Background: an optimization exercise with open tools, aiming at small area and a short achievable clock period. Do not read the settings as production practice. Only simulation tests tie the RTL to the original design; equivalence was not proved. Power and IR drop assume default switching activity.

==> flow/design.v (excerpt) <==
module alu_result_stream (
  input  logic       clk,
  input  logic       reset,
  input  logic       clear,
  input  logic       wr_en,
  input  logic [7:0] wr_o,
  input  logic       wr_zr,
  input  logic       wr_ng,
  output logic       wr_full,
  output logic       overflow,
  output logic [7:0] count,
  output logic       rd_valid,
  input  logic       rd_ready,
  output logic [7:0] rd_o,
  output logic       rd_zr,
  output logic       rd_ng,
  output logic [4:0] rd_func,
  output logic [3:0] rd_opnd,
  output logic       rd_last
);
Size: roughly 46 I/O pins, about 68000 um^2 of cells after synthesis.
Settings: LEC_CHECK=0, CAP_MARGIN=20, CORE_MARGIN=2, CORE_UTILIZATION=65, CTS_BUF_LIST=sky130_fd_sc_hd__clkbuf_16, CTS_CLUSTER_DIAMETER=150, CTS_CLUSTER_SIZE=25, SETUP_SLACK_MARGIN=3.1, SLEW_MARGIN=20; clock period 5.5 ns.
run.sh (not shown) runs the stock make flow with config.mk's settings and CLKGATE_MAP_FILE= SYNTH_SCRIPT=/design/flow/synth_recipe.tcl, a recipe that flattens the netlist after the stock synthesis.
The starting point completed, yet does not pass: max-capacitance violations, max-slew violations.
Rerun with:
Settings changed: CORE_UTILIZATION 65 to 80, PLACE_DENSITY set to 0.88.
What happened: The new run did not get past global routing, error GRT-0232. Synthesized cell count is unchanged. Synthesized area is unchanged.
Rerun with:
Settings changed: CAP_MARGIN 20 to 40, CORE_UTILIZATION 80 to 65, PLACE_DENSITY 0.88 to not set, SLEW_MARGIN 20 to 40.
What happened:
- With this change the flow produced a clean layout
- synthesized cell count is unchanged
- area after synthesis does not change

========
Another version of the RTL of alu_result_stream (not shown whole).
Size: ~3900 cells after synthesis, roughly 1900 flip-flops, roughly 0.069 sq mm of cells after synthesis.
Settings: LEC_CHECK=0, CAP_MARGIN=20, CORE_MARGIN=2, CORE_UTILIZATION=60, CTS_BUF_LIST=sky130_fd_sc_hd__clkbuf_16, CTS_CLUSTER_DIAMETER=150, CTS_CLUSTER_SIZE=25, SETUP_SLACK_MARGIN=3.4, SLEW_MARGIN=20; clock period 5.5 ns.
The first run passed the timing, DRC and antenna checks.
==> next run, changes <==
Settings changed: CORE_UTILIZATION 60 to 40, CTS_BUF_LIST sky130_fd_sc_hd__clkbuf_16 to default, CTS_CLUSTER_DIAMETER 150 to default, CTS_CLUSTER_SIZE 25 to default, SETUP_SLACK_MARGIN 3.4 to default.
Outcome:
- The new run completed without violations
- clock skew shrinks by 6.0 ps
- power grows by 20%
- core utilization shrinks by 22 points
- clock-buffer cell count grows by 133
==> next run, changes <==
Settings changed: ABC_CLOCK_PERIOD_IN_PS from default to 2000, CORE_UTILIZATION 40 to 60, CTS_BUF_LIST from default to sky130_fd_sc_hd__clkbuf_16, CTS_CLUSTER_DIAMETER from default to 150, CTS_CLUSTER_SIZE from default to 25, SETUP_SLACK_MARGIN from default to 3.4.
Effect: The changed run completed without violations; area after synthesis does not change; final cell count shrinks by 13%; global-route usage grows by 13 points; clock skew grows by 6.0 ps.

========
run C:
The RTL this note starts from:
==> flow/design.v <==
`default_nettype none
module alu_result_stream (
  input  logic       clk,
  input  logic       reset,
  input  logic       clear,
  input  logic       wr_en,
  input  logic [7:0] wr_o,
  input  logic       wr_zr,
  input  logic       wr_ng,
  output logic       wr_full,
  output logic       overflow,
  output logic [7:0] count,
  output logic       rd_valid,
  input  logic       rd_ready,
  output logic [7:0] rd_o,
  output logic       rd_zr,
  output logic       rd_ng,
  output logic [4:0] rd_func,
  output logic [3:0] rd_opnd,
  output logic       rd_last
);
  localparam int ROWS = 18;
  localparam int COLS = 10;
  localparam logic [ROWS-1:0] C_ROW0 = ~(ROWS'(1));
  localparam logic [COLS-1:0] C_COL0 = ~(COLS'(1));
  logic [9:0]      r_mem [ROWS][COLS];
  logic [ROWS-1:0] r_wrow_n;    
  logic [COLS-1:0] r_wcol_n;
  logic [ROWS-1:0] r_rrow_a;    
  logic [ROWS-1:0] r_rrow_b;    
  logic [COLS-1:0] r_rcol;
  logic [7:0]      r_count;
  logic [4:0]      r_func;
  logic [3:0]      r_opnd;
  logic            r_ovf;
  logic            r_full;
  logic            r_valid;
  logic            r_last;
  logic [9:0]      r_head;      
  logic            w_acc, w_pop;
  logic [9:0]      w_din;
  logic [9:0]      w_next;      
  assign w_din  = {wr_zr, wr_ng, wr_o};
  assign w_acc  = wr_en && !r_full;
  assign w_pop  = r_valid && rd_ready;
  logic [COLS-1:0] w_wcol_n;
  assign w_wcol_n = r_wcol_n | {COLS{r_full}};
  for (genvar r = 0; r < ROWS; r++) begin : g_wr
    for (genvar c = 0; c < COLS; c++) begin : g_wc
      if (r < ROWS - 1 || c < COLS - 1) begin : g_slot
        always_ff @(posedge clk) begin
          if (!(r_wrow_n[r] || w_wcol_n[c])) begin
            r_mem[r][c] <= w_din;
          end
        end
      end
    end
  end
  logic [9:0] w_colsel [COLS];
  always_comb begin
    for (int c = 0; c < COLS; c++) begin
      w_colsel[c] = '0;
      for (int r = 0; r < ROWS; r++) begin
        if (r < ROWS - 1 || c < COLS - 1) begin
          w_colsel[c] = w_colsel[c] |
                        (r_mem[r][c] & {10{(c < COLS / 2) ? r_rrow_a[r] : r_rrow_b[r]}});
        end
      end
    end
    w_next = '0;
    for (int c = 0; c < COLS; c++) begin
      w_next = w_next | (w_colsel[c] & {10{r_rcol[c]}});
    end
  end
  logic w_wwrap, w_rwrap;
  assign w_wwrap = !r_wcol_n[COLS-1] || (!r_wrow_n[ROWS-1] && !r_wcol_n[COLS-2]);
  assign w_rwrap = r_rcol[COLS-1] || (r_rrow_a[ROWS-1] && r_rcol[COLS-2]);
  logic c_is0, c_is1, c_is179;
  assign c_is0   = !r_valid;
  assign c_is1   = (r_count == 8'd1);
  assign c_is179 = (r_count == 8'd179);
  logic i_is178, i_is179;
  assign i_is178 = (r_func == 5'd17) && (r_opnd == 4'd8);
  assign i_is179 = (r_func == 5'd17) && (r_opnd == 4'd9);
  always_ff @(posedge clk or negedge reset) begin
    if (!reset) begin
      r_wrow_n <= C_ROW0;
      r_wcol_n <= C_COL0;
      r_rrow_a <= ROWS'(1);
      r_rrow_b <= ROWS'(1);
      r_rcol   <= COLS'(1);
      r_count  <= 8'd0;
      r_func   <= 5'd0;
      r_opnd   <= 4'd0;
      r_ovf    <= 1'b0;
      r_full   <= 1'b0;
      r_valid  <= 1'b0;
      r_last   <= 1'b0;
      r_head   <= 10'd0;
    end else if (clear) begin
      r_wrow_n <= C_ROW0;
      r_wcol_n <= C_COL0;
      r_rrow_a <= ROWS'(1);
      r_rrow_b <= ROWS'(1);
      r_rcol   <= COLS'(1);
      r_count  <= 8'd0;
      r_func   <= 5'd0;
      r_opnd   <= 4'd0;
      r_ovf    <= 1'b0;
      r_full   <= 1'b0;
      r_valid  <= 1'b0;
      r_last   <= 1'b0;
      r_head   <= 10'd0;
    end else begin
      if (wr_en && r_full) begin
        r_ovf <= 1'b1;
      end
      if (w_acc && !(c_is0 || (c_is1 && w_pop))) begin
        if (w_wwrap) begin
          r_wcol_n <= C_COL0;
          r_wrow_n <= {r_wrow_n[ROWS-2:0], r_wrow_n[ROWS-1]};
        end else begin
          r_wcol_n <= {r_wcol_n[COLS-2:0], r_wcol_n[COLS-1]};
        end
      end
      if (w_pop && !c_is1) begin
        if (w_rwrap) begin
          r_rcol   <= COLS'(1);
          r_rrow_a <= {r_rrow_a[ROWS-2:0], r_rrow_a[ROWS-1]};
          r_rrow_b <= {r_rrow_b[ROWS-2:0], r_rrow_b[ROWS-1]};
        end else begin
          r_rcol   <= {r_rcol[COLS-2:0], r_rcol[COLS-1]};
        end
      end
      if (w_pop) begin
        if (r_opnd == 4'd9) begin
          r_opnd <= 4'd0;
          r_func <= (r_func == 5'd17) ? 5'd0 : r_func + 5'd1;
        end else begin
          r_opnd <= r_opnd + 4'd1;
        end
      end
      case ({w_acc, w_pop})
        2'b10: begin
          r_count <= r_count + 8'd1;
          r_full  <= c_is179;
          r_valid <= 1'b1;
        end
        2'b01: begin
          r_count <= r_count - 8'd1;
          r_full  <= 1'b0;
          r_valid <= !c_is1;
        end
        default: ;
      endcase
      if (w_pop) begin
        r_last <= i_is178 && (w_acc || !c_is1);
      end else begin
        r_last <= i_is179 && (w_acc || !c_is0);
      end
      if (c_is0 || (c_is1 && w_pop)) begin
        r_head <= w_acc ? w_din : 10'd0;
      end else if (w_pop) begin
        r_head <= w_next;
      end
    end
  end
  assign wr_full  = r_full;
  assign overflow = r_ovf;
  assign count    = r_count;
  assign rd_valid = r_valid;
  assign rd_o     = r_head[7:0];
  assign rd_ng    = r_head[8];
  assign rd_zr    = r_head[9];
  assign rd_func  = r_func;
  assign rd_opnd  = r_opnd;
  assign rd_last  = r_last;
endmodule
`default_nettype wire
clock: 5.5 ns
lec_check: 0
cap_margin: 40
core_margin: 2
core_utilization: 65
cts_buf_list: sky130_fd_sc_hd__clkbuf_16
cts_cluster_diameter: 150
cts_cluster_size: 25
setup_slack_margin: 3.3
slew_margin: 40
Run C: done, clean on timing, DRC and antenna
Input-level comparison between run Y and run C:
# run C
export LEC_CHECK = 0
export CAP_MARGIN = 40
export CORE_MARGIN = 2
export CORE_UTILIZATION = 65
export CTS_BUF_LIST = sky130_fd_sc_hd__clkbuf_16
export CTS_CLUSTER_DIAMETER = 150
export CTS_CLUSTER_SIZE = 25
export SETUP_SLACK_MARGIN = 3.3
export SLEW_MARGIN = 40
create_clock -name core_clock -period 5.5 [get_ports {clk}]
# run Y
export LEC_CHECK = 0
export CAP_MARGIN = 30
export CORE_MARGIN = 2
export CORE_UTILIZATION = 70
export CTS_BUF_LIST = sky130_fd_sc_hd__clkbuf_16
export CTS_CLUSTER_DIAMETER = 150
export CTS_CLUSTER_SIZE = 25
export SETUP_SLACK_MARGIN = 3.1
export SLEW_MARGIN = 30
create_clock -name core_clock -period 5.5 [get_ports {clk}]
==> comparison <==
Run Y finished end to end and its layout was clean on timing, DRC and antenna. Compared to run C, run Y shows a wider setup margin. Compare run Y and run C | minimum clock period higher: run C. Run Y vs. run C: design area down 1700 µm², number of antenna violations at the first check in global routing up 4. Diff run C -> run Y: final weighted congestion of routability-driven global placement went down 0.040, fraction of the cycle the final worst path needs went down 0.32 points.

-- separate check: timing with driven ports --
The results above use ideal ports. As a check the final layouts listed here were re-extracted and re-timed, cells and wires unchanged.
Step 1, drivers: a clkbuf_16 drives clk and a buf_2 each remaining input, both assumed.
Step 2 also shifts input and output timing later by t, the mid clock arrival at the registers, as if the neighbouring blocks saw the same clock.
Three values: ideal, step 1, step 2; two values: the first two.
run | shift t [ns] | slack for setup (ns) | worst register clock-pin slew, ns
the first run of note 1 | 0.791 | 2.847 / 2.847 / 2.243 | 0.10 / 0.10
the third run of note 1 | 0.782 | 2.935 / 2.922 / 2.482 | 0.10 / 0.10
the first run of note 2 | 0.788 | 2.650 / 2.650 / 2.477 | 0.11 / 0.11
the second run of note 2 | 0.893 | 2.292 / 2.292 / 1.911 | 0.07 / 0.07
the third run of note 2 | 0.788 | 2.650 / 2.650 / 2.477 | 0.11 / 0.11
run C | 0.770 | 2.893 / 2.893 / 2.542 | 0.11 / 0.11
run Y | 0.775 | 2.911 / 2.911 / 2.306 | 0.11 / 0.11
The setup slack of run Y, which loses most, moves by 0.000 ns with the drivers and by -0.605 ns with both steps.
